This is an optimization exercise on Yosys and OpenROAD, whose aim is small area, not a production implementation.
Only simulation tests tie the RTL to the original design; equivalence was not proved.
Power is estimated from default activity; no workload was simulated.

== rev 12 ==
## setup_param
module setup_param #(
    parameter int NUM_USERS      = 4,
    parameter int PASS_MAX       = 12,
    parameter int BIP_MIN        = 5,
    parameter int BIP_MAX        = 60,
    parameter int TRANCA_MIN     = 5,
    parameter int TRANCA_MAX     = 60,
    parameter int TIMEOUT_CYCLES = 500
) (
    input  logic       clk,
    input  logic       rst_n,
    input  logic       setup_on,
    input  logic [3:0] digitos_value,
    input  logic       digitos_valid,
    output logic       display_en,
    output setup_pkg::bcdPac_t    bcd_pac,
    output setup_pkg::setupPac_t  data_setup_new,
    output logic       data_setup_ok
);
export LEC_CHECK = 0
export CAP_MARGIN = 20
export CORE_MARGIN = 2
export CORE_UTILIZATION = 70
export SLEW_MARGIN = 20
create_clock -name core_clock -period 10.0 [get_ports {clk}]
standard.sh (not shown) runs the stock make flow with config.mk's settings and CLKGATE_MAP_FILE= SYNTH_SCRIPT=/design/flow/synth_recipe.tcl, a recipe that flattens the netlist after the stock synthesis.
==> flow/flow/run.sh <==
#!/bin/bash
# Standard ORFS layout with three changes to how it is made:
#  - constant outputs: tie cells are shared (at most TIE_FANOUT ports each) instead of one per port
#  - port buffers use the smallest buffer (buf_1) instead of the resizer's default pick
#  - CTS without dummy loads
set -uo pipefail
HERE=$(cd "$(dirname "$0")" && pwd)

export POST_FLOORPLAN_TCL=$HERE/tie.tcl
export BUFFER_PORTS_ARGS="-buffer_cell sky130_fd_sc_hd__buf_1"
[ -f "$HERE/cts_args" ] && export CTS_ARGS="$(cat "$HERE/cts_args")"
bash standard.sh > standard.log 2>&1
rc=$?
cp -r orfs/logs . 2>/dev/null || true
exit $rc
==> flow/flow/cts_args <==
-sink_clustering_enable -repair_clock_nets -dont_use_dummy_load -sink_clustering_size 10 -sink_clustering_max_diameter 40 -buf_list {sky130_fd_sc_hd__clkbuf_4}
==> flow/flow/tie.tcl <==
# Constant outputs: after the standard per-load tie repair, let one tie cell drive
# up to TIE_GROUP ports instead of one tie cell per port.
set tie_group 32
set block [ord::get_db_block]
array set ties {}
foreach inst [$block getInsts] {
  if {[[$inst getMaster] getName] ne "sky130_fd_sc_hd__conb_1"} { continue }
  foreach it [$inst getITerms] {
    set pin [[$it getMTerm] getName]
    if {$pin ne "HI" && $pin ne "LO"} { continue }
    set net [$it getNet]
    if {$net eq "NULL" || $net eq ""} { continue }
    lappend ties($pin) [list $inst $net]
  }
}
foreach pin [array names ties] {
  set n 0
  set target ""
  foreach pair $ties($pin) {
    lassign $pair inst net
    if {$n % $tie_group == 0} {
      set target $net
    } else {
      foreach bt [$net getBTerms] { $bt connect $target }
      foreach it [$net getITerms] {
        if {[$it getInst] ne $inst} { $it connect $target }
      }
      odb::dbInst_destroy $inst
      odb::dbNet_destroy $net
    }
    incr n
  }
  puts "tie.tcl: $pin ties merged from $n to [expr {($n + $tie_group - 1) / $tie_group}]"
}
Rev 12 closes out successfully: all stages finished, all timing, DRC and antenna checks passed.
The inputs of rev 13 differ from those of rev 12 as listed below.
- changing CAP_MARGIN from 20 to 0
- changing SLEW_MARGIN from 20 to 0
==> flow/flow/cts_args <==
-sink_clustering_enable -repair_clock_nets -dont_use_dummy_load -sink_clustering_size 6 -sink_clustering_max_diameter 30 -buf_list {sky130_fd_sc_hd__clkbuf_2}
- Both conditions hold for rev 13: the flow ran to the end and the final layout passed the timing, DRC and antenna checks.
- | starting density of the core | rev 13 vs rev 12 | ≈ equal |
- Average wire per cell in the routed design is lower on rev 13
- Looking at final critical-path required period, rev 13 sits above rev 12.
- Relative to rev 12, the total area of multi-input combinational cells of rev 13 is lower by 14 µm².
- Net load switching power up 54 µW in rev 13 wrt rev 12
- Wire length grows slightly when moving from rev 12 to rev 13.
- Relative to rev 12, rev 13 degrades power.
- Detailed route, rev 13 vs rev 12: via total higher for rev 13
- On rev 13: proportion of power drawn by the clock network is 0.5 points higher than what rev 12 gave.

========
## build 10
setup_param again, from the RTL that the note above started with.
export LEC_CHECK = 0
export CAP_MARGIN = 20
export CORE_MARGIN = 2
export CORE_UTILIZATION = 82
export SLEW_MARGIN = 20
create_clock -name core_clock -period 10.0 [get_ports {clk}]
==> flow/flow/cts_args <==
-sink_clustering_enable -repair_clock_nets -dont_use_dummy_load -sink_clustering_size 10 -sink_clustering_max_diameter 40 -buf_list {sky130_fd_sc_hd__clkbuf_4}
Scripts as last shown in full above: flow/flow/run.sh, flow/flow/tie.tcl
Here is what was changed in the inputs of build 18 compared with build 10.
- CAP_MARGIN now 0, was 20
- SLEW_MARGIN now 0, was 20
- CORE_UTILIZATION now 70, was 82
==> summary.txt <==
Summary of build 18 over build 10: internal power component barely changed; power attributed to combinational cells down about 3%.
In terms of design area, build 10 and build 18 differ only marginally.
On sequential share of layout area, build 18 tracks build 10 almost exactly.
Higher fraction of the core area covered by cells at the end of the flow among build 10 and build 18: build 10
From build 10 to build 18 the numbers moved as follows: number of antenna diodes lower, number of buffers inserted during clock tree synthesis higher, total wire length after detailed routing roughly the same.
Post-layout minimum cycle time down 95 ps in build 18 wrt build 10
In build 18, the peak clock frequency supported by timing came out 2.5% above the value in build 10.
The inputs of build 90 differ from those of build 18 as listed below.
- changing SLEW_MARGIN from 0 to 20
- changing CAP_MARGIN from 0 to 20
==> flow/flow/cts_args <==
-sink_clustering_enable -repair_clock_nets -dont_use_dummy_load -sink_clustering_size 18 -sink_clustering_max_diameter 50 -buf_list {sky130_fd_sc_hd__clkbuf_8}
--- outcome ---
Build 90: time the final worst path needs with I/O delays and setup is 79 ps higher than what build 18 reported.
Build 90: number of stages on the worst setup path is 2 higher than what build 18 reported.
Setup slack for build 90: 79 ps down relative to build 18
Build 90 vs build 18: wire length of the first global-routing pass down slightly
Delta (build 90 minus build 18): sequential share of layout area down 0.29 points, worst voltage drop across the vdd grid shrank by 0.010 mV, proportion of cell area spent on the clock network rose 0.33 points.
Density: build 90 denser than build 18

-- re-timing with driven ports --
No port has a modelled driver above. Below, the same layouts with a new extraction and two added sets of constraints.
Step 1: set_driving_cell puts a clkbuf_16 on clk and a buf_2 on each other input, an assumption about the parent block.
Step 2 moves the port delays by t, midway between the first and last clock arrival at a register: inputs arrive t later, outputs are due t later. That takes back most of the time a late clock gives input paths.
a / b / c = ideal / step 1 / step 2; a / b = the first two.
run	t (ns)	setup WS [ns]	worst hold slack (ns)	worst setup path at the end
rev 12	0.706	6.142 / 6.104 / 5.475	0.430 / 0.430 / 0.430	input to register
rev 13	0.942	5.908 / 5.871 / 5.433	0.424 / 0.424 / 0.424	input to register
build 10	0.721	6.054 / 6.019 / 5.357	0.437 / 0.437 / 0.437	input to register
build 18	0.709	6.149 / 6.109 / 5.478	0.426 / 0.426 / 0.426	input to register
build 90	0.611	6.070 / 6.086 / 5.475	0.422 / 0.422 / 0.422	input to register
After both steps every run listed still meets setup and hold. For build 10, which loses most, drivers alone change the setup slack by -0.035 ns; drivers and shift together by -0.697 ns.
